Background: an optimization exercise with open tools, aiming at small area and a short achievable clock period. Do not read the settings as production practice.
The RTL was checked by simulation tests, not by an equivalence proof against the original design.
Power figures rest on the tool's default switching activity, not on a simulated workload.

[flow/config.mk]
export PLATFORM = sky130hd
export DESIGN_NAME = bubble_drive_top
export DESIGN_NICKNAME = bubble_drive_top
export VERILOG_FILES = /design/flow/design.v
export SDC_FILE = /design/flow/constraint.sdc
export NUM_CORES = 4
export LEC_CHECK = 0
export CAP_MARGIN = 20
export CORE_MARGIN = 2
export CORE_UTILIZATION = 40
export SLEW_MARGIN = 20
[flow/constraint.sdc]
create_clock -name core_clock -period 6.0 [get_ports {master_clock}]
set_input_delay 1.2000 -clock core_clock [delete_from_list [all_inputs] [get_ports {master_clock}]]
set_output_delay 1.2000 -clock core_clock [all_outputs]
set_load 0.01 [all_outputs]
[flow/design.v]
package drive_geometry_pkg;
    localparam int NUM_CHANNELS = 2;
    localparam int PAGE_POSITIONS = 1920;
    localparam int POS_WIDTH = 11;
    localparam int PAGE_WIDTH = 12;
    localparam int IMAGE_WIDTH = 3;
    localparam int PAGE_ADDR_WIDTH = 22;
    localparam int PAGE_OFFSET_WIDTH = PAGE_ADDR_WIDTH - IMAGE_WIDTH - PAGE_WIDTH;
endpackage
package drive_timing_pkg;
    typedef enum logic [1:0]
    {
        st_idle,
        st_access,
        st_shift,
        st_done
    } seq_state_t;
    localparam int SYNC_STAGES = 2;
    localparam int ACCESS_CYCLES = 8;
    localparam int BIT_CYCLES = 4;
    localparam int CYCLE_CNT_WIDTH =
        $clog2((ACCESS_CYCLES > BIT_CYCLES) ? ACCESS_CYCLES : BIT_CYCLES);
endpackage
`timescale 1ns/10ps
import drive_geometry_pkg::*;
import drive_timing_pkg::*;
module shift_sequencer
(
    input  logic                       master_clock,
    input  logic                       rst,
    input  logic                       power_good,
    input  logic                       bubble_shift_enable,
    input  logic                       replicator_enable,
    input  logic                       bootloop_enable,
    input  logic [IMAGE_WIDTH-1:0]     image_dip_switch,
    output logic [POS_WIDTH-1:0]       read_address,
    output logic [POS_WIDTH-1:0]       read_address_next,
    output logic                       read_strobe,
    output logic                       bit_window,
    output logic                       load_page,
    output logic                       load_bootloader,
    output logic [PAGE_ADDR_WIDTH-1:0] start_of_page_address
);
    logic [2:0]                 sync_q [0:SYNC_STAGES-1];
    logic [2:0]                 strobe_sync;
    logic [1:0]                 strobe_prev;
    logic                       shift_req;
    logic                       repl_req;
    logic                       shift_released;
    logic                       bootloop;
    drive_timing_pkg::seq_state_t state;
    logic [CYCLE_CNT_WIDTH-1:0] cycle_cnt;
    logic [PAGE_WIDTH-1:0]      page_cnt;
    logic                       last_position;
    assign strobe_sync = sync_q[SYNC_STAGES-1];
    assign shift_req      = strobe_prev[0] & ~strobe_sync[0];
    assign repl_req       = strobe_prev[1] & ~strobe_sync[1];
    assign shift_released = strobe_sync[0];
    assign bootloop       = strobe_sync[2];
    assign last_position = (read_address == POS_WIDTH'(PAGE_POSITIONS - 1));
    always_ff @(posedge master_clock)
    begin
        if (rst)
        begin
            for (int i = 0; i < SYNC_STAGES; i++)
            begin
                sync_q[i] <= 3'b011;
            end
            strobe_prev <= 2'b11;
        end
        else
        begin
            sync_q[0] <= {bootloop_enable, replicator_enable, bubble_shift_enable};
            for (int i = 1; i < SYNC_STAGES; i++)
            begin
                sync_q[i] <= sync_q[i-1];
            end
            strobe_prev <= strobe_sync[1:0];
        end
    end
    drive_timing_pkg::seq_state_t state_next;
    logic [CYCLE_CNT_WIDTH-1:0] cycle_cnt_next;
    logic                       read_strobe_next;
    logic                       bit_window_next;
    always_comb
    begin
        state_next        = state;
        cycle_cnt_next    = cycle_cnt;
        read_address_next = read_address;
        read_strobe_next  = 1'b0;
        bit_window_next   = bit_window;
        if (rst || !power_good)
        begin
            state_next        = st_idle;
            cycle_cnt_next    = '0;
            read_address_next = '0;
            bit_window_next   = 1'b0;
        end
        else
        begin
            case (state)
                st_idle:
                begin
                    if (shift_req)
                    begin
                        state_next     = st_access;
                        cycle_cnt_next = CYCLE_CNT_WIDTH'(ACCESS_CYCLES - 1);
                    end
                end
                st_access:
                begin
                    if (shift_released)
                    begin
                        state_next = st_idle;
                    end
                    else if (cycle_cnt == '0)
                    begin
                        state_next        = st_shift;
                        read_address_next = '0;
                        read_strobe_next  = 1'b1;
                        bit_window_next   = 1'b1;
                        cycle_cnt_next    = CYCLE_CNT_WIDTH'(BIT_CYCLES - 1);
                    end
                    else
                    begin
                        cycle_cnt_next = cycle_cnt - 1'b1;
                    end
                end
                st_shift:
                begin
                    if (shift_released)
                    begin
                        state_next      = st_idle;
                        bit_window_next = 1'b0;
                    end
                    else if (cycle_cnt == '0)
                    begin
                        if (last_position)
                        begin
                            state_next      = st_done;
                            bit_window_next = 1'b0;
                        end
                        else
                        begin
                            read_address_next = read_address + 1'b1;
                            read_strobe_next  = 1'b1;
                            cycle_cnt_next    = CYCLE_CNT_WIDTH'(BIT_CYCLES - 1);
                        end
                    end
                    else
                    begin
                        cycle_cnt_next = cycle_cnt - 1'b1;
                    end
                end
                st_done:
                begin
                    if (shift_released)
                    begin
                        state_next = st_idle;
                    end
                end
            endcase
        end
    end
    always_ff @(posedge master_clock)
    begin
        state        <= state_next;
        cycle_cnt    <= cycle_cnt_next;
        read_address <= read_address_next;
        read_strobe  <= read_strobe_next;
        bit_window   <= bit_window_next;
    end
    always_ff @(posedge master_clock)
    begin
        if (rst || !power_good)
        begin
            page_cnt        <= '0;
            load_page       <= 1'b0;
            load_bootloader <= 1'b0;
        end
        else
        begin
            load_page       <= 1'b0;
            load_bootloader <= 1'b0;
            if (repl_req && (state == st_idle || state == st_done))
            begin
                if (bootloop)
                begin
                    page_cnt        <= '0;
                    load_bootloader <= 1'b1;
                end
                else
                begin
                    page_cnt  <= page_cnt + 1'b1;
                    load_page <= 1'b1;
                end
            end
        end
    end
    always_ff @(posedge master_clock)
    begin
        start_of_page_address <= {image_dip_switch, page_cnt, {PAGE_OFFSET_WIDTH{1'b0}}};
    end
endmodule
`timescale 1ns/10ps
import drive_geometry_pkg::*;
module channel_buffer
(
    input  logic                    master_clock,
    input  logic                    rst,
    input  logic                    write_enable,
    input  logic                    write_strobe,
    input  logic [POS_WIDTH-1:0]    write_address,
    input  logic [NUM_CHANNELS-1:0] write_bits,
    input  logic                    read_strobe,
    input  logic [POS_WIDTH-1:0]    read_address,
    input  logic [POS_WIDTH-1:0]    read_address_next,
    output logic [NUM_CHANNELS-1:0] channel_bits
);
    localparam int COL_WIDTH  = 5;
    localparam int COLS       = 1 << COL_WIDTH;
    localparam int ROWS       = PAGE_POSITIONS / COLS;
    localparam int ROW_WIDTH  = POS_WIDTH - COL_WIDTH;
    localparam int GROUP_ROWS = 4;
    localparam int GROUPS     = ROWS / GROUP_ROWS;
    logic            write_on;
    logic [ROWS-1:0] write_row;
    logic [COLS-1:0] write_col;
    logic [ROWS-1:0] read_row;
    logic [COLS-1:0] read_col_q;
    logic [COLS-1:0]   page_mem  [0:NUM_CHANNELS-1][0:ROWS-1];
    logic [ROWS-1:0]   row_bits  [0:NUM_CHANNELS-1];
    logic [GROUPS-1:0] group_bits [0:NUM_CHANNELS-1];
    logic [GROUPS-1:0] group_q    [0:NUM_CHANNELS-1];
    assign write_on = write_strobe && !write_enable;
    for (genvar r = 0; r < ROWS; r++)
    begin : g_row_sel
        assign write_row[r] = write_on && (write_address[POS_WIDTH-1:COL_WIDTH] == ROW_WIDTH'(r));
        assign read_row[r]  = (read_address[POS_WIDTH-1:COL_WIDTH] == ROW_WIDTH'(r));
    end
    for (genvar c = 0; c < COLS; c++)
    begin : g_col_sel
        assign write_col[c] = (write_address[COL_WIDTH-1:0] == COL_WIDTH'(c));
    end
    always_ff @(posedge master_clock)
    begin
        for (int c = 0; c < COLS; c++)
        begin
            read_col_q[c] <= (read_address_next[COL_WIDTH-1:0] == COL_WIDTH'(c));
        end
    end
    for (genvar ch = 0; ch < NUM_CHANNELS; ch++)
    begin : g_channel
        for (genvar r = 0; r < ROWS; r++)
        begin : g_row
            for (genvar c = 0; c < COLS; c++)
            begin : g_col
                always_ff @(posedge master_clock)
                begin
                    if (write_row[r] && write_col[c])
                    begin
                        page_mem[ch][r][c] <= write_bits[ch];
                    end
                end
            end
            assign row_bits[ch][r] = |(page_mem[ch][r] & read_col_q) && read_row[r];
        end
        for (genvar g = 0; g < GROUPS; g++)
        begin : g_group
            assign group_bits[ch][g] = |row_bits[ch][g*GROUP_ROWS +: GROUP_ROWS];
        end
        always_ff @(posedge master_clock)
        begin
            if (rst)
            begin
                group_q[ch] <= '0;
            end
            else if (read_strobe)
            begin
                group_q[ch] <= group_bits[ch];
            end
        end
        assign channel_bits[ch] = |group_q[ch];
    end
endmodule
`timescale 1ns/10ps
import drive_geometry_pkg::*;
module bubble_output_stage
(
    input  logic                    master_clock,
    input  logic                    rst,
    input  logic                    bit_window,
    input  logic [NUM_CHANNELS-1:0] channel_bits,
    output logic                    bubble_out_odd,
    output logic                    bubble_out_even
);
    logic                    window_d;
    logic [NUM_CHANNELS-1:0] gated_bits;
    logic [NUM_CHANNELS-1:0] out_q;
    always_ff @(posedge master_clock)
    begin
        if (rst)
        begin
            window_d <= 1'b0;
        end
        else
        begin
            window_d <= bit_window;
        end
    end
    assign gated_bits = channel_bits & {NUM_CHANNELS{window_d}};
    always_ff @(posedge master_clock)
    begin
        if (rst)
        begin
            out_q <= '0;
        end
        else
        begin
            out_q <= gated_bits;
        end
    end
    assign bubble_out_odd  = out_q[0];
    assign bubble_out_even = out_q[1];
endmodule
`timescale 1ns/10ps
import drive_geometry_pkg::*;
module bubble_drive_top
(
    input  logic                       master_clock,
    input  logic                       rst,
    input  logic                       power_good,
    input  logic                       bubble_shift_enable,
    input  logic                       replicator_enable,
    input  logic                       bootloop_enable,
    input  logic [IMAGE_WIDTH-1:0]     image_dip_switch,
    input  logic                       bubble_buffer_write_enable,
    input  logic                       bubble_buffer_write_strobe,
    input  logic [POS_WIDTH-1:0]       bubble_buffer_write_address,
    input  logic [NUM_CHANNELS-1:0]    bubble_buffer_data_input,
    output logic                       bubble_out_odd,
    output logic                       bubble_out_even,
    output logic                       load_page,
    output logic                       load_bootloader,
    output logic [PAGE_ADDR_WIDTH-1:0] start_of_page_address
);
    logic [POS_WIDTH-1:0]    read_address;
    logic [POS_WIDTH-1:0]    read_address_next;
    logic                    read_strobe;
    logic                    bit_window;
    logic [NUM_CHANNELS-1:0] channel_bits;
    shift_sequencer sequencer_i
    (
        .master_clock          (master_clock),
        .rst                   (rst),
        .power_good            (power_good),
        .bubble_shift_enable   (bubble_shift_enable),
        .replicator_enable     (replicator_enable),
        .bootloop_enable       (bootloop_enable),
        .image_dip_switch      (image_dip_switch),
        .read_address          (read_address),
        .read_address_next     (read_address_next),
        .read_strobe           (read_strobe),
        .bit_window            (bit_window),
        .load_page             (load_page),
        .load_bootloader       (load_bootloader),
        .start_of_page_address (start_of_page_address)
    );
    channel_buffer buffer_i
    (
        .master_clock  (master_clock),
        .rst           (rst),
        .write_enable  (bubble_buffer_write_enable),
        .write_strobe  (bubble_buffer_write_strobe),
        .write_address (bubble_buffer_write_address),
        .write_bits    (bubble_buffer_data_input),
        .read_strobe   (read_strobe),
        .read_address  (read_address),
        .read_address_next (read_address_next),
        .channel_bits  (channel_bits)
    );
    bubble_output_stage output_stage_i
    (
        .master_clock    (master_clock),
        .rst             (rst),
        .bit_window      (bit_window),
        .channel_bits    (channel_bits),
        .bubble_out_odd  (bubble_out_odd),
        .bubble_out_even (bubble_out_even)
    );
endmodule
[flow/run.sh]
#!/bin/bash
# synth_recipe.tcl (not shown) runs the flow's synth.tcl, then flattens the netlist and writes it again
# the make line also repeats each setting of config.mk as NAME=value (left out here)
make -C /OpenROAD-flow-scripts/flow DESIGN_CONFIG=/design/flow/config.mk WORK_HOME=/design/flow/orfs CLKGATE_MAP_FILE= SYNTH_SCRIPT=/design/flow/synth_recipe.tcl finish
==> results by group, run 1 <==
Outcome
  – Status: complete, no violations

Place
  – Post-DP HPWL: 284000 um
  – Buffers on Ports: 42
  – Placed Instance Area: 157000 sq um
  – Global placement routability congestion: 0.870

Timing
  – Slew margin rel.: 17.3%
  – Setup violations, final: 0
  – Fin crit share: 57.6%
  – Fin. Hold Viols: 0
  – Final min period: 3460 ps
  – Setup_tns: 0 ps
  – Clock Skew: 70.2 ps
  – RSZ-0062 raised after global routing: no
  – F_max: 0.289 GHz
  – Worst-Margin Slew: 1240 ps
  – Final Max Slew Viols: 0

GRT
  – First-pass GRT wire length: 735000 um
  – Vias in the first global route: 94800
  – GRT Residual Overflow: 0
  – Met2 Resource Use GR: 43.1%
  – Antenna violations before repair: 19
  – Gr busiest metal: met2
  – Met1 usage: 36.4%
  – GRT Total Usage: 27.2%
  – GR Util met3: 5.34%
  – Largest net degree at the start of global routing: 212

Logic synthesis
  – Ys Warns: 8
  – Synthesized-area fraction occupied by ao, oa, aoi and oai cells: 10.3%
  – Distinct cells, synth: 73
  – Top post-synthesis cells by area: edfxtp_1 (77%), a22oi_1 (9.6%), nor2_1 (5.1%)
  – Post-synthesis instance total: 9870
  – Sequential-to-total area share from yosys stat: 78.5%
  – Post-synth EDFFs: 3840
  – Top-area cell type share of the netlist area: 76.9%
  – Synth area leader: edfxtp_1
  – Avg Cell Area, Syn: 15.2 sq um
  – Top_reg_cell synth: edfxtp_1
  – Synth Area in Simple Gates: 8.78%
  – Async set-or-reset flop fraction in the synthesized netlist: 0%
  – Synth Area in XOR/XNOR: 0.0584%
  – Multiplexer share of the synthesized area: 0.0200%
  – Area share of fa/ha/maj cells after synthesis: 0.0834%
  – Post-Syn Area: 150000 sq um
  – #FFs+latches synth: 3960
  – Main combinational cell family by area after synthesis: compound AO/OA/AOI/OAI gates

Detailed routing
  – Routed WL: 533000 um
  – DR pass1 iterations: 6
  – WL/cell: 35.3 um
  – Antenna viol nets, final: 0
  – Via Count: 97800
  – DRC Markers: 0
  – Vias per cell: 6.48
  – Initial drt markers: 18100

Critical path
  – Crit path max fanout: 32
  – Worst setup path start: bubble_buffer_write_address[6]
  – Critical path class: in2reg
  – WP data required: 6650 ps
  – Flop-to-flop setup slack: 2600 ps
  – Type of destination of the critical path: register
  – R2r startpoint: sequencer_i.read_address[6]
  – Worst path arrival time: 4100 ps
  – CP startpoint kind: primary input

CTS
  – Clock Path Buffers: 4
  – Post-CTS setup buffers: 0
  – Clk slew on worst S/H paths: 70 ps
  – CTS resizes: 0
  – Clk root buf: clkbuf_16
  – Clock latency (worst-skew pair): 1010 ps
  – H-Tree Level Count: 5
  – CTS tree: done
  – CTS hold repair buffers: 0
  – Clock sink count: 3960
  – CTS Buf Count: 397

Floorplan
  – Initial Util: 40.2%
  – Ports: 50
  – Die height: 616 um
  – Die Width: 616 um
  – Rows: 224
  – CORE AREA: 373000 sq um
  – Die Area: 380000 sq um

Pwr
  – PD cells: 330 nW/um^2
  – Switching share of power: 20.7%
  – Pleak: 49.8 nW
  – Internal power: 44.5 mW
  – Combinational power share: 1.6%
  – Reg power frac: 54.0%
  – Worst VDD drop: 247 uV
  – Clk pwr share: 44.3%
  – P_sw: 11.6 mW

Finish
  – Fill cells: 32300
  – Layout area overhead: 13.4%
  – Area of the multi-input gates: 29300 sq um
  – Nets@finish: 9825
  – Share of layout cells above drive strength 1: 10.1%
  – Final instance area: 170000 sq um
  – Most common cell after layout, fill and taps aside: edfxtp_1
  – Register area: 118000 sq um
  – Final core occ: 45.6%
  – Most frequent cells in the layout: edfxtp_1 (3840), nor2_1 (2028), a22oi_1 (1926)

Flow run
  – Max Cap Viol: 0

Hold path
  – Hold_sp: sequencer_i.page_cnt[11]
  – HP Class: reg2reg
[cells by family after synthesis]
| kind of cell | count (synthesis) |
|---|---|
| flip-flops | 3960 |
| AND/OR/NAND/NOR | 2955 |
| AO/OA/AOI/OAI | 2070 |
| buffers and inverters | 861 |
| adder cells (fa/ha/maj) | 10 |
| XOR/XNOR | 10 |
| multiplexers | 3 |
| other | 1 |
[power by group through the flow]
stage               logic, mW  clock network [mW]  registers (mW)
floorplan               0.142                   0            30.9
global placement        0.855                   0            30.9
detailed placement      0.874                   0            30.9
CTS                     0.873                24.9            30.3
global route            0.918                25.9            30.3
finish                  0.902                24.9            30.3
[flip-flops by register name, indices dropped and copies added, names as in the netlist]
name and cells:
sequencer_i.read_address 11, buffer_i.group_q 30, sequencer_i.load_page 1, sequencer_i.sync_q 6, sequencer_i.bit_window 1, sequencer_i.read_strobe 1, sequencer_i.state 2, sequencer_i.load_bootloader 1
sequencer_i.cycle_cnt 3, sequencer_i.strobe_prev 2, buffer_i.page_mem 3840, output_stage_i.out_q 2, sequencer_i.start_of_page_address 15, buffer_i.read_col_q 32, sequencer_i.page_cnt 12, output_stage_i.window_d 1
[critical path: stages]
cell and delay [ps]:
clkdlybuf4s50_1 800, nand2_1 240, nor2_1 790, nand2_2 670
nor2_1 380
[cell usage after synthesis, types with 5 or more instances]
| master | number |
|---|---|
| edfxtp_1 | 3840 |
| nor2_1 | 2032 |
| a22oi_1 | 1926 |
| clkbuf_1 | 531 |
| nand4_1 | 491 |
| buf_1 | 258 |
| nand2_1 | 153 |
| dfxtp_1 | 120 |
| nor4_1 | 105 |
| buf_2 | 42 |
| nor3_1 | 38 |
| or4_1 | 32 |
| o21ai_0 | 26 |
| o31a_1 | 20 |
| nand3_1 | 18 |
| o22ai_1 | 18 |
| inv_1 | 16 |
| a21oi_1 | 14 |
| nand2b_1 | 14 |
| nor3_2 | 14 |
| a311oi_1 | 11 |
| ha_1 | 10 |
| buf_4 | 9 |
| o21a_1 | 9 |
| or2_2 | 8 |
| and2_1 | 7 |
| nor2b_1 | 7 |
| a31oi_1 | 5 |
| or3_1 | 5 |
| xnor2_1 | 5 |
| xor2_1 | 5 |
[routing by layer]
| metal | up-vias | wire length [um] |
|---|---|---|
| met3 | 1246 | 65100 |
| met4 | 2 | 26900 |
| met2 | 7361 | 247000 |
| met1 | 50500 | 194000 |
| met5 | - | 7 |
| li1 | 38700 | - |
[area by class of cell]
| type | instances | share of cell area (%) |
|---|---|---|
| antenna | 12 | 0.0177 |
| multi-input combinational | 5055 | 17.3 |
| sequential | 3960 | 69.3 |
| tap | 4972 | 3.66 |
| clock inverter | 231 | 1.35 |
| clock buffer | 493 | 6.18 |
| inverter | 17 | 0.0375 |
| timing repair buffer | 360 | 2.19 |
[stage by stage]
step	setup slack (ps)	total power, mW	hold slack, ps	cells
global placement	1370	31.7	359	14400
detailed placement	1380	31.8	361	14400
finish	2540	56.1	369	15100
CTS	2400	56.1	372	15100
floorplan	3170	31.0	350	9876
global route	2480	57.1	380	15100
[path summary, 6_finish.rpt]
kind                                      endpoint  depth (start not counted)
max                     buffer_i.page_mem[107][26]                          5
min          sequencer_i.start_of_page_address[18]                          0
max reg2reg                buffer_i.read_col_q[16]                          6
min reg2reg  sequencer_i.start_of_page_address[18]                          0
==> inputs of run 2 (changes only) <==
--- a/flow/design.v
+++ b/flow/design.v
@@ -35,6 +35,8 @@
     input  logic [IMAGE_WIDTH-1:0]     image_dip_switch,
     output logic [POS_WIDTH-1:0]       read_address,
     output logic [POS_WIDTH-1:0]       read_address_next,
+    output logic                       read_start_next,
+    output logic                       read_step_next,
     output logic                       read_strobe,
     output logic                       bit_window,
     output logic                       load_page,
@@ -89,12 +91,15 @@
         read_address_next = read_address;
         read_strobe_next  = 1'b0;
         bit_window_next   = bit_window;
+        read_start_next   = 1'b0;
+        read_step_next    = 1'b0;
         if (rst || !power_good)
         begin
             state_next        = st_idle;
             cycle_cnt_next    = '0;
             read_address_next = '0;
             bit_window_next   = 1'b0;
+            read_start_next   = 1'b1;
         end
         else
         begin
@@ -117,6 +122,7 @@
                     begin
                         state_next        = st_shift;
                         read_address_next = '0;
+                        read_start_next   = 1'b1;
                         read_strobe_next  = 1'b1;
                         bit_window_next   = 1'b1;
                         cycle_cnt_next    = CYCLE_CNT_WIDTH'(BIT_CYCLES - 1);
@@ -143,6 +149,7 @@
                         else
                         begin
                             read_address_next = read_address + 1'b1;
+                            read_step_next    = 1'b1;
                             read_strobe_next  = 1'b1;
                             cycle_cnt_next    = CYCLE_CNT_WIDTH'(BIT_CYCLES - 1);
                         end
@@ -215,6 +222,8 @@
     input  logic                    read_strobe,
     input  logic [POS_WIDTH-1:0]    read_address,
     input  logic [POS_WIDTH-1:0]    read_address_next,
+    input  logic                    read_start_next,
+    input  logic                    read_step_next,
     output logic [NUM_CHANNELS-1:0] channel_bits
 );
     localparam int COL_WIDTH  = 5;
@@ -223,30 +232,46 @@
     localparam int ROW_WIDTH  = POS_WIDTH - COL_WIDTH;
     localparam int GROUP_ROWS = 4;
     localparam int GROUPS     = ROWS / GROUP_ROWS;
-    logic            write_on;
-    logic [ROWS-1:0] write_row;
-    logic [COLS-1:0] write_col;
-    logic [ROWS-1:0] read_row;
-    logic [COLS-1:0] read_col_q;
-    logic [COLS-1:0]   page_mem  [0:NUM_CHANNELS-1][0:ROWS-1];
-    logic [ROWS-1:0]   row_bits  [0:NUM_CHANNELS-1];
+    logic                    write_on;
+    logic [ROWS-1:0]         write_row_nq;
+    logic [COLS-1:0]         write_col_nq;
+    logic [NUM_CHANNELS-1:0] write_bits_nq;
+    logic                    bypass_hit_q;
+    logic [ROWS-1:0]         read_row;
+    logic [COLS-1:0]         read_col_nq;
+    logic [COLS-1:0]   page_mem_n [0:NUM_CHANNELS-1][0:ROWS-1];
+    logic [ROWS-1:0]   row_bits   [0:NUM_CHANNELS-1];
     logic [GROUPS-1:0] group_bits [0:NUM_CHANNELS-1];
     logic [GROUPS-1:0] group_q    [0:NUM_CHANNELS-1];
+    logic                    held_bypass;
+    logic [NUM_CHANNELS-1:0] held_bypass_bits;
     assign write_on = write_strobe && !write_enable;
+    always_ff @(posedge master_clock)
+    begin
+        for (int r = 0; r < ROWS; r++)
+        begin
+            write_row_nq[r] <= !(write_on && (write_address[POS_WIDTH-1:COL_WIDTH] == ROW_WIDTH'(r)));
+        end
+        for (int c = 0; c < COLS; c++)
+        begin
+            write_col_nq[c] <= (write_address[COL_WIDTH-1:0] != COL_WIDTH'(c));
+        end
+        write_bits_nq <= ~write_bits;
+        bypass_hit_q <= write_on && (write_address == read_address_next);
+    end
     for (genvar r = 0; r < ROWS; r++)
     begin : g_row_sel
-        assign write_row[r] = write_on && (write_address[POS_WIDTH-1:COL_WIDTH] == ROW_WIDTH'(r));
-        assign read_row[r]  = (read_address[POS_WIDTH-1:COL_WIDTH] == ROW_WIDTH'(r));
-    end
-    for (genvar c = 0; c < COLS; c++)
-    begin : g_col_sel
-        assign write_col[c] = (write_address[COL_WIDTH-1:0] == COL_WIDTH'(c));
+        assign read_row[r] = (read_address[POS_WIDTH-1:COL_WIDTH] == ROW_WIDTH'(r));
     end
     always_ff @(posedge master_clock)
     begin
-        for (int c = 0; c < COLS; c++)
+        if (read_start_next)
         begin
-            read_col_q[c] <= (read_address_next[COL_WIDTH-1:0] == COL_WIDTH'(c));
+            read_col_nq <= {{(COLS-1){1'b1}}, 1'b0};
+        end
+        else if (read_step_next)
+        begin
+            read_col_nq <= {read_col_nq[COLS-2:0], read_col_nq[COLS-1]};
         end
     end
     for (genvar ch = 0; ch < NUM_CHANNELS; ch++)
@@ -257,13 +282,13 @@
             begin : g_col
                 always_ff @(posedge master_clock)
                 begin
-                    if (write_row[r] && write_col[c])
+                    if (!write_row_nq[r] && !write_col_nq[c])
                     begin
-                        page_mem[ch][r][c] <= write_bits[ch];
+                        page_mem_n[ch][r][c] <= write_bits_nq[ch];
                     end
                 end
             end
-            assign row_bits[ch][r] = |(page_mem[ch][r] & read_col_q) && read_row[r];
+            assign row_bits[ch][r] = |(~(page_mem_n[ch][r] | read_col_nq)) && read_row[r];
         end
         for (genvar g = 0; g < GROUPS; g++)
         begin : g_group
@@ -280,7 +305,20 @@
                 group_q[ch] <= group_bits[ch];
             end
         end
-        assign channel_bits[ch] = |group_q[ch];
+        assign channel_bits[ch] = held_bypass ? held_bypass_bits[ch] : |group_q[ch];
+    end
+    always_ff @(posedge master_clock)
+    begin
+        if (rst)
+        begin
+            held_bypass      <= 1'b0;
+            held_bypass_bits <= '0;
+        end
+        else if (read_strobe)
+        begin
+            held_bypass      <= bypass_hit_q;
+            held_bypass_bits <= ~write_bits_nq;
+        end
     end
 endmodule
 `timescale 1ns/10ps
@@ -346,6 +384,8 @@
 );
     logic [POS_WIDTH-1:0]    read_address;
     logic [POS_WIDTH-1:0]    read_address_next;
+    logic                    read_start_next;
+    logic                    read_step_next;
     logic                    read_strobe;
     logic                    bit_window;
     logic [NUM_CHANNELS-1:0] channel_bits;
@@ -360,6 +400,8 @@
         .image_dip_switch      (image_dip_switch),
         .read_address          (read_address),
         .read_address_next     (read_address_next),
+        .read_start_next       (read_start_next),
+        .read_step_next        (read_step_next),
         .read_strobe           (read_strobe),
         .bit_window            (bit_window),
         .load_page             (load_page),
@@ -377,6 +419,8 @@
         .read_strobe   (read_strobe),
         .read_address  (read_address),
         .read_address_next (read_address_next),
+        .read_start_next   (read_start_next),
+        .read_step_next    (read_step_next),
         .channel_bits  (channel_bits)
     );
     bubble_output_stage output_stage_i
--- a/flow/config.mk
+++ b/flow/config.mk
@@ -7,5 +7,7 @@
 export LEC_CHECK = 0
 export CAP_MARGIN = 20
 export CORE_MARGIN = 2
-export CORE_UTILIZATION = 40
+export CORE_UTILIZATION = 55
+export PLACE_DENSITY = 0.7
+export SETUP_SLACK_MARGIN = 3.0
 export SLEW_MARGIN = 20
==> results by group, run 2 <==
Flow run
  – Max Cap Viol: 0 (unchanged)

Floorplan
  – CORE AREA: 273000 sq um (was 373000 sq um)
  – Die Area: 278000 sq um (was 380000 sq um)
  – Initial Util: 55.2% (was 40.2%)
  – Ports: 50 (unchanged)
  – Die height: 528 um (was 616 um)
  – Rows: 192 (was 224)
  – Die Width: 528 um (was 616 um)

Place
  – Post-DP HPWL: 283000 um (was 284000 um)
  – Post-Place Setup Slack: 1880 ps (was 1380 ps)
  – Buffers on Ports: 42 (unchanged)
  – Global placement routability congestion: 0.943 (was 0.870)
  – Placed Instance Area: 156000 sq um (was 157000 sq um)

Logic synthesis
  – #FFs+latches synth: 4058 (was 3960)
  – Ys Warns: 8 (unchanged)
  – Top post-synthesis cells by area: edfxtp_1 (76%), o22ai_1 (7.7%), nor2_1 (5.8%) (was edfxtp_1 (77%), a22oi_1 (9.6%), nor2_1 (5.1%))
  – Cell with the most instances after synthesis: edfxtp_1 (unchanged)
  – Post-synthesis instance total: 10400 (was 9870)
  – Post-synth top cells: edfxtp_1 (3840), nor2_1 (2320), o22ai_1 (1847), clkbuf_1 (614), nor4_1 (295) (was edfxtp_1 (3840), nor2_1 (2032), a22oi_1 (1926), clkbuf_1 (531), nand4_1 (491))
  – Avg Cell Area, Syn: 14.6 sq um (was 15.2 sq um)
  – Synth area leader: edfxtp_1 (unchanged)
  – Post-Syn Area: 151000 sq um (was 150000 sq um)
  – Top-area cell type share of the netlist area: 76.4% (was 76.9%)
  – Async set-or-reset flop fraction in the synthesized netlist: 0% (unchanged)
  – Post-synth EDFFs: 3840 (unchanged)
  – Sequential-to-total area share from yosys stat: 79.3% (was 78.5%)
  – Distinct cells, synth: 69 (was 73)
  – Top_reg_cell synth: edfxtp_1 (unchanged)

Critical path
  – Type of destination of the critical path: register (unchanged)
  – Cells on worst reg2reg path: 7 (was 6)
  – Slowest stage cell, crit path: dfxtp_4 (was clkdlybuf4s50_1)
  – Critical path class: reg2reg (was in2reg)
  – Worst path buffer plus inverter count: 1 (unchanged)
  – R2r startpoint: buffer_i.read_col_nq[3] (was sequencer_i.read_address[6])
  – Worst stage delay on the critical path: 700 ps (was 800 ps)
  – Worst setup path start: buffer_i.read_col_nq[3] (was bubble_buffer_write_address[6])
  – CP endpoint: buffer_i.group_q[1][3] (was buffer_i.page_mem[107][26])
  – Worst reg2reg endpoint: buffer_i.group_q[1][3] (was buffer_i.read_col_q[16])
  – Worst path arrival time: 4030 ps (was 4100 ps)
  – CP top delay family: simple AND/OR/NAND/NOR gates (unchanged)
  – CP startpoint kind: register (was primary input)
  – WP data required: 6790 ps (was 6650 ps)
  – Crit path max fanout: 16 (was 32)
  – Flop-to-flop setup slack: 2760 ps (was 2600 ps)
  – WP depth: 7 (was 5)
  – CP cell instances: buf_4 -> o22ai_1 -> nor4_1 -> nand4_1 -> nand2_1 -> a41o_1 -> a21oi_1 (was clkdlybuf4s50_1 -> nand2_1 -> nor2_1 -> nand2_2 -> nor2_1)

Timing
  – Final min period: 3240 ps (was 3460 ps)
  – Fin. Hold Viols: 0 (unchanged)
  – Worst Hold Slack: 356 ps (was 369 ps)
  – Final Max Slew Viols: 0 (unchanged)
  – RSZ-0062 raised after global routing: yes (was no)
  – Fin crit share: 54.0% (was 57.6%)
  – F_max: 0.308 GHz (was 0.289 GHz)
  – Setup violations, final: 0 (unchanged)
  – Slew margin rel.: 12.0% (was 17.3%)
  – Setup_tns: 0 ps (unchanged)
  – Clock Skew: 59.7 ps (was 70.2 ps)
  – Worst-Margin Slew: 1320 ps (was 1240 ps)
  – Setup ws final: 2760 ps (was 2540 ps)

CTS
  – H-Tree Level Count: 5 (unchanged)
  – Clk root buf: clkbuf_16 (unchanged)
  – CTS tree: done (unchanged)
  – Clk slew on worst S/H paths: 70 ps (about the same)
  – Clock Path Buffers: 4 (unchanged)
  – CTS Buf Count: 389 (was 397)
  – Clock sink count: 4058 (was 3960)
  – Clock latency (worst-skew pair): 950 ps (was 1010 ps)

GRT
  – Vias in the first global route: 98200 (was 94800)
  – GRT Residual Overflow: 0 (unchanged)
  – Largest net degree at the start of global routing: 227 (was 212)
  – Antenna violations before repair: 33 (was 19)
  – First-pass GRT wire length: 741000 um (was 735000 um)
  – GRT Total Usage: 37.9% (was 27.2%)

Finish
  – Most common cell after layout, fill and taps aside: edfxtp_1 (unchanged)
  – Layout area overhead: 13.0% (was 13.4%)
  – Final core occ: 62.4% (was 45.6%)
  – Top flop regs: buffer_i.page_mem_n (3840), buffer_i.write_row_nq (60) (was buffer_i.page_mem (3840), buffer_i.read_col_q (32), buffer_i.group_q (30))
  – Final instance area: 171000 sq um (was 170000 sq um)
  – Share of layout cells above drive strength 1: 11.1% (was 10.1%)
  – Nets@finish: 10400 (was 9825)
  – Reg with most FFs: buffer_i.page_mem_n (was buffer_i.page_mem)
  – Most frequent cells in the layout: edfxtp_1 (3840), nor2_1 (2315), o22ai_1 (1847) (was edfxtp_1 (3840), nor2_1 (2028), a22oi_1 (1926))
  – Number of flip-flops in the largest register: 3840 (unchanged)

Detailed routing
  – Antenna viol nets, final: 0 (unchanged)
  – Initial drt markers: 22200 (was 18100)
  – Via Count: 105000 (was 97800)
  – Routed WL: 543000 um (was 533000 um)
  – DRC Markers: 0 (unchanged)
  – WL/cell: 37.9 um (was 35.3 um)
  – DR pass1 iterations: 6 (unchanged)
  – Vias per cell: 7.31 (was 6.48)

Outcome
  – Status: complete, no violations (unchanged)

Hold path
  – HP Class: reg2reg (unchanged)
  – Hold depth: 0 (unchanged)

Pwr
  – Worst VDD drop: 407 uV (was 247 uV)
  – PD cells: 329 nW/um^2 (was 330 nW/um^2)
  – Pleak: 51.9 nW (was 49.8 nW)
-- run 2: changes by cell type in the layout (fill, tap and decap cells not counted), moves of 35 or more --
cell,before,now
nor2_1,2028,2315
nand2_1,112,185
o221ai_1,1,43
nand3_1,18,201
o22ai_1,18,1847
o22a_1,0,40
a22oi_1,1926,4
buf_4,245,365
nand4_1,491,56
dfxtp_1,87,128
a21oi_1,14,49
nor4_1,94,292
-- run 2: cells by family (layout without fill, tap and decap cells) --
group,after synthesis,count (layout),share of synthesized area [%]
DFF,4058,4058,79.3
and+or+nand+nor,3203,3204,8.96
AOI/OAI and AO/OA,2153,2153,9.11
buffers and inverters,919,1262,2.36
adders and majority gates,11,11,0.0912
xor gates and xnor gates,10,10,0.0581
muxes,9,9,0.0763
other,1,45,0.00249
-- run 2: power breakdown --
group	internal, mW	total [mW]	switching, mW
sequential	30.9	31.1	0.120
combinational	0.0855	0.702	0.617
clock	13.6	24.3	10.7
total	44.6	56.0	11.4
-- run 2: how the worst min path moves through the flow --
stage                                   startpoint                                     to  slack (ps)
after floorplan           sequencer_i.page_cnt[10]  sequencer_i.start_of_page_address[17]         330
after detailed placement  sequencer_i.page_cnt[10]  sequencer_i.start_of_page_address[17]         350
after global routing      sequencer_i.page_cnt[10]  sequencer_i.start_of_page_address[17]         360
final                     sequencer_i.page_cnt[10]  sequencer_i.start_of_page_address[17]         360
after CTS                 sequencer_i.page_cnt[10]  sequencer_i.start_of_page_address[17]         360
after global placement    sequencer_i.page_cnt[10]  sequencer_i.start_of_page_address[17]         340
-- run 2: layout make-up --
type	instances	area [sq um]
multi-input combinational	5394	27800
fill	19100	103000
clock buffer	487	10400
antenna	38	95.1
clock inverter	214	1950
sequential	4058	120000
timing repair buffer	540	5730
inverter	21	78.8
tap	3589	4490
-- run 2: repair_timing --
| item | in CTS | in global routing |
|---|---|---|
| setup endpoints to repair | 55 | 50 |
| hold buffers | 0 | 0 |
| gates cloned | 1 | 2 |
| buffers inserted | 104 | 78 |
| pin swaps | 2 | 4 |
| gates resized for setup | 58 | 26 |
-- run 2: per-layer routing --
metal,GRT usage [%],share of wire (%),up-vias
met4,22.8,7.2,31
met2,55.3,43,10900
li1,-,-,40200
met3,13.2,18,2305
met1,49.3,31,51400
met5,0.277,0.056,-
-- run 2: metrics by stage --
| stage | power [mW] | cells |
|---|---|---|
| floorplan | 32.1 | 10400 |
| global placement | 32.3 | 13400 |
| detailed placement | 32.3 | 13400 |
| CTS | 55.8 | 14200 |
| global route | 56.9 | 14300 |
| finish | 56.0 | 14300 |
==> inputs of run 3 (changes only) <==
--- a/flow/config.mk
+++ b/flow/config.mk
@@ -8,6 +8,8 @@
 export CAP_MARGIN = 20
 export CORE_MARGIN = 2
 export CORE_UTILIZATION = 55
+export CTS_BUF_LIST = sky130_fd_sc_hd__clkbuf_4 sky130_fd_sc_hd__clkbuf_8
+export CTS_CLUSTER_SIZE = 30
 export PLACE_DENSITY = 0.7
 export SETUP_SLACK_MARGIN = 3.0
 export SLEW_MARGIN = 20
==> results by group, run 3 <==
Hold path
  – Hold depth: 0 (unchanged)
  – Hold_sp: sequencer_i.page_cnt[10] (unchanged)
  – Worst hold endpoint: sequencer_i.start_of_page_address[17] (unchanged)
  – HP Class: reg2reg (unchanged)

Logic synthesis
  – Top post-synthesis cells by area: edfxtp_1 (76%), o22ai_1 (7.7%), nor2_1 (5.8%) (unchanged)
  – Post-synth EDFFs: 3840 (unchanged)
  – Multiplexer share of the synthesized area: 0.0763% (unchanged)
  – Async set-or-reset flop fraction in the synthesized netlist: 0% (unchanged)
  – Synthesized-area fraction occupied by ao, oa, aoi and oai cells: 9.11% (unchanged)
  – Post-synthesis instance total: 10400 (unchanged)
  – Post-synth top cells: edfxtp_1 (3840), nor2_1 (2320), o22ai_1 (1847), clkbuf_1 (614), nor4_1 (295) (unchanged)
  – Main combinational cell family by area after synthesis: compound AO/OA/AOI/OAI gates (unchanged)
  – Synth Area in Simple Gates: 8.96% (unchanged)
  – Post-Syn Area: 151000 sq um (unchanged)
  – Top_reg_cell synth: edfxtp_1 (unchanged)
  – Synth area leader: edfxtp_1 (unchanged)
  – #FFs+latches synth: 4058 (unchanged)
  – Synth Area in XOR/XNOR: 0.0581% (unchanged)
  – Avg Cell Area, Syn: 14.6 sq um (unchanged)
  – Cell with the most instances after synthesis: edfxtp_1 (unchanged)
  – Sequential-to-total area share from yosys stat: 79.3% (unchanged)
  – Ys Warns: 8 (unchanged)
  – Area share of fa/ha/maj cells after synthesis: 0.0912% (unchanged)
  – Top-area cell type share of the netlist area: 76.4% (unchanged)
  – Distinct cells, synth: 69 (unchanged)

Critical path
  – CP top delay family: simple AND/OR/NAND/NOR gates (unchanged)
  – WP data required: 7010 ps (was 6790 ps)
  – Flop-to-flop setup slack: 2670 ps (was 2760 ps)
  – Crit path max fanout: 17 (was 16)
  – Worst stage delay on the critical path: 870 ps (was 700 ps)
  – Cells on worst reg2reg path: 6 (was 7)
  – Slowest stage cell, crit path: nor2_2 (was dfxtp_4)
  – Worst reg2reg endpoint: buffer_i.group_q[1][10] (was buffer_i.group_q[1][3])
  – Critical path class: reg2reg (unchanged)
  – CP cell instances: nand2_1 -> nor2_2 -> o21ai_1 -> a41oi_1 -> a21oi_1 -> nor2_1 (was buf_4 -> o22ai_1 -> nor4_1 -> nand4_1 -> nand2_1 -> a41o_1 -> a21oi_1)
  – CP startpoint kind: register (unchanged)
  – Type of destination of the critical path: register (unchanged)
  – Worst path arrival time: 4340 ps (was 4030 ps)
  – R2r startpoint: sequencer_i.read_address[8] (was buffer_i.read_col_nq[3])
  – Worst path buffer plus inverter count: 0 (was 1)

Floorplan
  – Die Area: 278000 sq um (unchanged)
  – Die Width: 528 um (unchanged)
  – CORE AREA: 273000 sq um (unchanged)
  – Initial Util: 55.2% (unchanged)
  – Ports: 50 (unchanged)
  – Rows: 192 (unchanged)
  – Die height: 528 um (unchanged)

Detailed routing
  – Initial drt markers: 22200 (about the same)
  – WL/cell: 36.8 um (was 37.9 um)
  – Routed WL: 542000 um (was 543000 um)
  – Via Count: 105000 (about the same)
  – DR pass1 iterations: 8 (was 6)
  – Antenna viol nets, final: 0 (unchanged)
  – DRC Markers: 0 (unchanged)
  – Vias per cell: 7.15 (was 7.31)

Pwr
  – Worst VDD drop: 259 uV (was 407 uV)
  – PD cells: 321 nW/um^2 (was 329 nW/um^2)
  – Pleak: 52.2 nW (was 51.9 nW)

Timing
  – Clock Skew: 91.8 ps (was 59.7 ps)
  – Final Max Slew Viols: 0 (unchanged)
  – F_max: 0.300 GHz (was 0.308 GHz)
  – Final min period: 3330 ps (was 3240 ps)
  – Slew margin rel.: 8.55% (was 12.0%)
  – RSZ-0062 raised after global routing: no (was yes)
  – Worst-Margin Slew: 1370 ps (was 1320 ps)
  – Setup violations, final: 0 (unchanged)
  – Setup_tns: 0 ps (unchanged)
  – Fin crit share: 55.5% (was 54.0%)
  – Worst Hold Slack: 355 ps (was 356 ps)
  – Fin. Hold Viols: 0 (unchanged)

Finish
  – Most common cell after layout, fill and taps aside: edfxtp_1 (unchanged)
  – Share of layout cells above drive strength 1: 14.6% (was 11.1%)
  – Top flop regs: buffer_i.page_mem_n (3840), buffer_i.write_row_nq (60) (unchanged)
  – Number of flip-flops in the largest register: 3840 (unchanged)
  – Cell Count, Final, Fillers Out: 14700 (was 14300)
  – Most frequent cells in the layout: edfxtp_1 (3840), nor2_1 (2315), o22ai_1 (1847) (unchanged)
  – Layout area overhead: 12.8% (was 13.0%)
  – Reg with most FFs: buffer_i.page_mem_n (unchanged)
  – Nets@finish: 10700 (was 10400)

CTS
  – Clock Path Buffers: 4 (unchanged)
  – CTS tree: done (unchanged)
  – Clock latency (worst-skew pair): 1140 ps (was 950 ps)
  – H-Tree Level Count: 6 (was 5)
  – Clk root buf: clkbuf_8 (was clkbuf_16)
  – Clk slew on worst S/H paths: 70 ps (about the same)
  – Clock sink count: 4058 (unchanged)
  – CTS Buf Count: 621 (was 389)

GRT
  – Antenna violations before repair: 33 (unchanged)
  – First-pass GRT wire length: 741000 um (about the same)
  – GRT Residual Overflow: 0 (unchanged)
  – Vias in the first global route: 99400 (was 98200)
  – Largest net degree at the start of global routing: 227 (unchanged)
  – GRT Total Usage: 37.9% (about the same)

Place
  – Buffers on Ports: 42 (unchanged)
  – Dpl cells: 13400 (unchanged)
  – Global placement routability congestion: 0.943 (unchanged)
  – Post-DP HPWL: 283000 um (unchanged)

Flow run
  – Max Cap Viol: 0 (unchanged)

Outcome
  – Status: complete, no violations (unchanged)
-- run 3: cells by family (layout without fill, tap and decap cells) --
kind of cell,count (synthesis),count (layout)
compound gates,2153,2153
xor+xnor,10,10
fa+ha+maj,11,11
buf+inv,919,1647
flops,4058,4058
mux,9,9
other cells,1,51
simple gates,3203,3204
-- run 3: how the worst max path moves through the flow --
stage               cells past startpoint  slack (ps)                         from                   endpoint
detailed placement                      8        1880                   power_good      buffer_i.bypass_hit_q
floorplan                               0       -2970    buffer_i.write_bits_nq[0]  buffer_i.page_mem_n[0][0]
CTS                                     8        2830     buffer_i.read_col_nq[16]     buffer_i.group_q[0][8]
global placement                        8        1930                   power_good      buffer_i.bypass_hit_q
global route                            6        2840  sequencer_i.read_address[5]     buffer_i.group_q[1][6]
finish                                  6        2670  sequencer_i.read_address[8]    buffer_i.group_q[1][10]
-- run 3: per-stage QoR --
step	instance area [sq um]	power, mW	worst slack [ps]	util (%)
2_1_floorplan	151000	32.1	-2970	-
3_3_place_gp	155000	32.3	1930	56.9
3_5_place_dp	156000	32.3	1880	57.0
4_1_cts	169000	54.3	2830	61.9
5_1_grt	170000	55.6	2840	62.2
6_report	170000	54.6	2670	62.3
-- run 3: repair_timing --
action | in CTS | in global routing
endpoints found under the hold margin | 0 | 0
hold buffers | 0 | 0
buffers inserted | 93 | 82
gates cloned | 1 | 1
resized for setup | 70 | 27
pin swaps | 3 | 4
endpoints found under the setup margin | 70 | 50
-- run 3: layer usage --
| layer | global-route usage, % | vias up | wire [um] |
|---|---|---|---|
| li1 | - | 40800 | - |
| met1 | 49.2 | 51500 | 171000 |
| met2 | 55.7 | 10800 | 233000 |
| met3 | 13.4 | 2223 | 99200 |
| met4 | 21.3 | 26 | 38200 |
| met5 | 0 | - | 210 |
-- run 3: area by class of cell --
type / instances / area (sq um)
flip-flops and latches: 4058 / 120000
fillers: 19400 / 103000
multi-input cells: 5394 / 27800
clock buffers: 886 / 10800
repair buffers: 532 / 5620
well taps: 3589 / 4490
clock inverters: 208 / 1270
diodes: 44 / 110
inverters: 21 / 78.8
-- run 3: where the power goes --
group          internal, mW  switching, mW  total, mW
registers              30.9          0.119       31.1
clock network          11.9           10.9       22.8
logic                0.0855          0.613      0.699
total                  42.9           11.6       54.6
==> inputs of run 4 (changes only) <==
--- a/flow/design.v
+++ b/flow/design.v
@@ -233,8 +233,12 @@
     localparam int GROUP_ROWS = 4;
     localparam int GROUPS     = ROWS / GROUP_ROWS;
     logic                    write_on;
-    logic [ROWS-1:0]         write_row_nq;
-    logic [COLS-1:0]         write_col_nq;
+    logic [7:0]              write_row_hi_q;
+    logic [7:0]              write_row_lo_q;
+    logic [7:0]              write_col_hi_q;
+    logic [3:0]              write_col_lo_q;
+    logic [ROWS-1:0]         write_row_n;
+    logic [COLS-1:0]         write_col_n;
     logic [NUM_CHANNELS-1:0] write_bits_nq;
     logic                    bypass_hit_q;
     logic [ROWS-1:0]         read_row;
@@ -248,20 +252,27 @@
     assign write_on = write_strobe && !write_enable;
     always_ff @(posedge master_clock)
     begin
-        for (int r = 0; r < ROWS; r++)
+        for (int i = 0; i < 8; i++)
         begin
-            write_row_nq[r] <= !(write_on && (write_address[POS_WIDTH-1:COL_WIDTH] == ROW_WIDTH'(r)));
+            write_row_hi_q[i] <= write_on && (write_address[10:8] == 3'(i));
+            write_row_lo_q[i] <= (write_address[7:5] == 3'(i));
+            write_col_hi_q[i] <= (write_address[4:2] == 3'(i));
         end
-        for (int c = 0; c < COLS; c++)
+        for (int i = 0; i < 4; i++)
         begin
-            write_col_nq[c] <= (write_address[COL_WIDTH-1:0] != COL_WIDTH'(c));
+            write_col_lo_q[i] <= (write_address[1:0] == 2'(i));
         end
         write_bits_nq <= ~write_bits;
         bypass_hit_q <= write_on && (write_address == read_address_next);
     end
     for (genvar r = 0; r < ROWS; r++)
     begin : g_row_sel
-        assign read_row[r] = (read_address[POS_WIDTH-1:COL_WIDTH] == ROW_WIDTH'(r));
+        assign write_row_n[r] = !(write_row_hi_q[r / 8] && write_row_lo_q[r % 8]);
+        assign read_row[r]    = (read_address[POS_WIDTH-1:COL_WIDTH] == ROW_WIDTH'(r));
+    end
+    for (genvar c = 0; c < COLS; c++)
+    begin : g_col_sel
+        assign write_col_n[c] = !(write_col_hi_q[c / 4] && write_col_lo_q[c % 4]);
     end
     always_ff @(posedge master_clock)
     begin
@@ -282,7 +293,7 @@
             begin : g_col
                 always_ff @(posedge master_clock)
                 begin
-                    if (!write_row_nq[r] && !write_col_nq[c])
+                    if (!write_row_n[r] && !write_col_n[c])
                     begin
                         page_mem_n[ch][r][c] <= write_bits_nq[ch];
                     end
--- a/flow/config.mk
+++ b/flow/config.mk
@@ -8,8 +8,8 @@
 export CAP_MARGIN = 20
 export CORE_MARGIN = 2
 export CORE_UTILIZATION = 55
-export CTS_BUF_LIST = sky130_fd_sc_hd__clkbuf_4 sky130_fd_sc_hd__clkbuf_8
-export CTS_CLUSTER_SIZE = 30
+export CTS_CLUSTER_DIAMETER = 80
+export CTS_CLUSTER_SIZE = 25
 export PLACE_DENSITY = 0.7
 export SETUP_SLACK_MARGIN = 3.0
 export SLEW_MARGIN = 20
==> results by group, run 4 <==
Logic synthesis
  – Ys Warns: 8 (unchanged)
  – Post-synthesis instance total: 10200 (was 10400)
  – Cell with the most instances after synthesis: edfxtp_1 (unchanged)
  – Post-synth EDFFs: 3840 (unchanged)
  – Distinct cells, synth: 68 (was 69)
  – Post-Syn Area: 149000 sq um (was 151000 sq um)
  – Avg Cell Area, Syn: 14.6 sq um (about the same)
  – Async set-or-reset flop fraction in the synthesized netlist: 0% (unchanged)
  – Top post-synthesis cells by area: edfxtp_1 (77%), o22ai_1 (7.7%), nor2_1 (5.8%) (was edfxtp_1 (76%), o22ai_1 (7.7%), nor2_1 (5.8%))
  – Post-synth top cells: edfxtp_1 (3840), nor2_1 (2310), o22ai_1 (1840), clkbuf_1 (614), nor4_1 (291) (was edfxtp_1 (3840), nor2_1 (2320), o22ai_1 (1847), clkbuf_1 (614), nor4_1 (295))
  – #FFs+latches synth: 3994 (was 4058)
  – Top-area cell type share of the netlist area: 77.2% (was 76.4%)
  – Sequential-to-total area share from yosys stat: 79.3% (about the same)
  – Synth area leader: edfxtp_1 (unchanged)
  – Top_reg_cell synth: edfxtp_1 (unchanged)

Critical path
  – CP top delay family: simple AND/OR/NAND/NOR gates (unchanged)
  – CP cell instances: buf_12 -> o22ai_1 -> nor4_1 -> nand4_1 -> nand2_2 -> a41oi_1 -> o21ba_2 (was nand2_1 -> nor2_2 -> o21ai_1 -> a41oi_1 -> a21oi_1 -> nor2_1)
  – Worst path buffer plus inverter count: 1 (was 0)
  – Worst path arrival time: 4060 ps (was 4340 ps)
  – WP data required: 6800 ps (was 7010 ps)
  – Crit path max fanout: 40 (was 17)
  – Critical path class: reg2reg (unchanged)
  – Slowest stage cell, crit path: dfxtp_4 (was nor2_2)
  – Type of destination of the critical path: register (unchanged)
  – Worst stage delay on the critical path: 700 ps (was 870 ps)
  – CP startpoint kind: register (unchanged)

Finish
  – Fill cells: 20000 (was 19400)
  – Cell Count, Final, Fillers Out: 13700 (was 14700)
  – Number of flip-flops in the largest register: 3840 (unchanged)
  – Layout area overhead: 8.06% (was 12.8%)
  – Most frequent cells in the layout: edfxtp_1 (3840), nor2_1 (2307), o22ai_1 (1840) (was edfxtp_1 (3840), nor2_1 (2315), o22ai_1 (1847))
  – Nets@finish: 10000 (was 10700)
  – Reg with most FFs: buffer_i.page_mem_n (unchanged)
  – Share of layout cells above drive strength 1: 8.01% (was 14.6%)
  – Final core occ: 59.6% (was 62.3%)
  – Top flop regs: buffer_i.page_mem_n (3840), buffer_i.read_col_nq (32), buffer_i.group_q (30) (was buffer_i.page_mem_n (3840), buffer_i.write_row_nq (60))
  – Most common cell after layout, fill and taps aside: edfxtp_1 (unchanged)

Timing
  – Worst Hold Slack: 369 ps (was 355 ps)
  – Slew margin rel.: 15.0% (was 8.55%)
  – Worst-Margin Slew: 1270 ps (was 1370 ps)
  – Final Max Slew Viols: 0 (unchanged)
  – RSZ-0062 raised after global routing: yes (was no)
  – Setup_tns: 0 ps (unchanged)
  – Fin. Hold Viols: 0 (unchanged)
  – Setup violations, final: 0 (unchanged)
  – F_max: 0.306 GHz (was 0.300 GHz)
  – Final min period: 3260 ps (was 3330 ps)
  – Fin crit share: 54.4% (was 55.5%)
  – Clock Skew: 54.3 ps (was 91.8 ps)

Floorplan
  – Die Area: 276000 sq um (was 278000 sq um)
  – CORE AREA: 271000 sq um (was 273000 sq um)
  – Initial Util: 55.2% (about the same)
  – Die Width: 525 um (was 528 um)
  – Die height: 525 um (was 528 um)
  – Ports: 50 (unchanged)
  – Rows: 191 (was 192)

CTS
  – CTS Buf Count: 182 (was 621)
  – Clk slew on worst S/H paths: 100 ps (was 70 ps)
  – CTS hold repair buffers: 0 (unchanged)
  – Clock sink count: 3994 (was 4058)
  – Clk root buf: clkbuf_16 (was clkbuf_8)
  – H-Tree Level Count: 4 (was 6)
  – Clock Path Buffers: 3 (was 4)
  – Clock latency (worst-skew pair): 920 ps (was 1140 ps)
  – CTS tree: done (unchanged)

Detailed routing
  – DR pass1 iterations: 7 (was 8)
  – Routed WL: 531000 um (was 542000 um)
  – Antenna viol nets, final: 0 (unchanged)
  – Via Count: 101000 (was 105000)
  – WL/cell: 38.9 um (was 36.8 um)
  – Initial drt markers: 21800 (was 22200)
  – DRC Markers: 0 (unchanged)
  – Vias per cell: 7.38 (was 7.15)

GRT
  – First-pass GRT wire length: 729000 um (was 741000 um)
  – Vias in the first global route: 95300 (was 99400)
  – GRT Total Usage: 37.7% (was 37.9%)
  – Largest net degree at the start of global routing: 251 (was 227)
  – Antenna violations before repair: 26 (was 33)
  – GRT Residual Overflow: 0 (unchanged)

Outcome
  – Status: complete, no violations (unchanged)

Place
  – Global placement routability congestion: 0.934 (was 0.943)
  – Buffers on Ports: 42 (unchanged)
  – Post-DP HPWL: 278000 um (was 283000 um)
  – Dpl cells: 13300 (was 13400)

Pwr
  – PD cells: 284 nW/um^2 (was 321 nW/um^2)
  – Power, Total: 45.9 mW (was 54.6 mW)
  – Worst VDD drop: 245 uV (was 259 uV)
  – Pleak: 47.9 nW (was 52.2 nW)

Hold path
  – HP Class: reg2reg (unchanged)

Flow run
  – Max Cap Viol: 0 (unchanged)
==> run 4: final timing paths <==
kind                                           endpoint                      from  depth (start not counted)  slack [ps]
hold / removal    sequencer_i.start_of_page_address[17]  sequencer_i.page_cnt[10]                          0         370
setup / recovery                 buffer_i.group_q[1][1]  buffer_i.read_col_nq[13]                          7        2740
hold reg to reg   sequencer_i.start_of_page_address[17]  sequencer_i.page_cnt[10]                          0         370
setup reg to reg                 buffer_i.group_q[1][1]  buffer_i.read_col_nq[13]                          7        2740
==> run 4: area by class of cell <==
cell class              instances  area, sq um  area share [%]
repair buffers                444         4950            3.07
flip-flops and latches       3994       119000            73.5
inverters                      16         60.1          0.0372
clock buffers                 242         4860            3.01
diodes                         14         35.0          0.0217
multi-input cells            5357        28100            17.4
well taps                    3570         4470            2.77
clock inverters                27          402           0.249
==> run 4: power by group <==
part / internal [mW] / total [mW] / switching [mW]
combinational: 0.0874 / 0.789 / 0.701
clock: 5.99 / 14.5 / 8.54
sequential: 30.5 / 30.6 / 0.0639
==> run 4: cells by family (layout without fill, tap and decap cells) <==
| group | Yosys count | in the layout | share of synthesized area (%) |
|---|---|---|---|
| xor gates and xnor gates | 10 | 10 | 0.0586 |
| adders and majority gates | 11 | 11 | 0.0922 |
| and+or+nand+nor | 3187 | 3188 | 9.03 |
| DFF | 3994 | 3994 | 79.3 |
| buffers and inverters | 903 | 729 | 2.35 |
| AOI/OAI and AO/OA | 2136 | 2136 | 9.15 |
| muxes | 5 | 5 | 0.0344 |
| other | 1 | 21 | 0.00251 |
==> run 4: worst reg2reg max path: cells and delay by family (launching register included) <==
kind / cells / cell delay [ps]
compound gates: 3 / 630
buf+inv: 1 / 390
flops: 1 / 700
simple gates: 3 / 1440
==> run 4: repair_timing <==
item / in CTS / in global routing
buffers inserted: 81 / 47
cloned: 1 / 1
gates resized for setup: 54 / 56
pin swaps: 1 / 2
endpoints found under the setup margin: 382 / 671
==> run 4: through the flow <==
step           instance area, sq um  worst slack (ps)
2_1_floorplan                149000             -2970
3_3_place_gp                 154000              2170
3_5_place_dp                 154000              2230
4_1_cts                      161000              2910
5_1_grt                      161000              2800
6_report                     161000              2740
==> run 4: layer usage <==
layer | vias up | GRT usage, % | part of all wire, %
li1 | 39000 | - | -
met1 | 49700 | 49.0 | 31
met2 | 9901 | 55.0 | 43
met3 | 2200 | 11.4 | 18
met4 | 20 | 25.4 | 8.6
met5 | - | 0 | 0.027

## port drivers added, routing unchanged
How much do the figures lean on ideal ports? The routed layouts below were timed once more, with nothing changed but the port constraints. Step 1 (the two cells are an assumption about what drives the block):
set clk [get_ports {master_clock}]
set_driving_cell -lib_cell sky130_fd_sc_hd__clkbuf_16 $clk
set_driving_cell -lib_cell sky130_fd_sc_hd__buf_2 [delete_from_list [all_inputs] $clk]
Step 2 adds t to the input delays and takes it off the output delays; t is the mean of the earliest and latest rising clock arrival at the registers after step 1. Input paths then give back, and output paths get back, about the clock's delay inside the block. Three values: ideal ports, drivers, drivers and shift; two values: the first two.
run	shift t [ns]	slack for setup (ns)	worst register clock-pin slew, ns
run 1	1.075	2.543 / 2.593 / 1.518	0.07 / 0.07
run 2	1.040	2.758 / 2.758 / 2.143	0.07 / 0.07
run 3	1.203	2.670 / 2.670 / 2.129	0.08 / 0.08
run 4	0.991	2.737 / 2.737 / 2.168	0.11 / 0.11
After both steps every run listed still meets setup and hold. The setup slack of run 1, which loses most, moves by +0.050 ns with the drivers and by -1.025 ns with both steps.
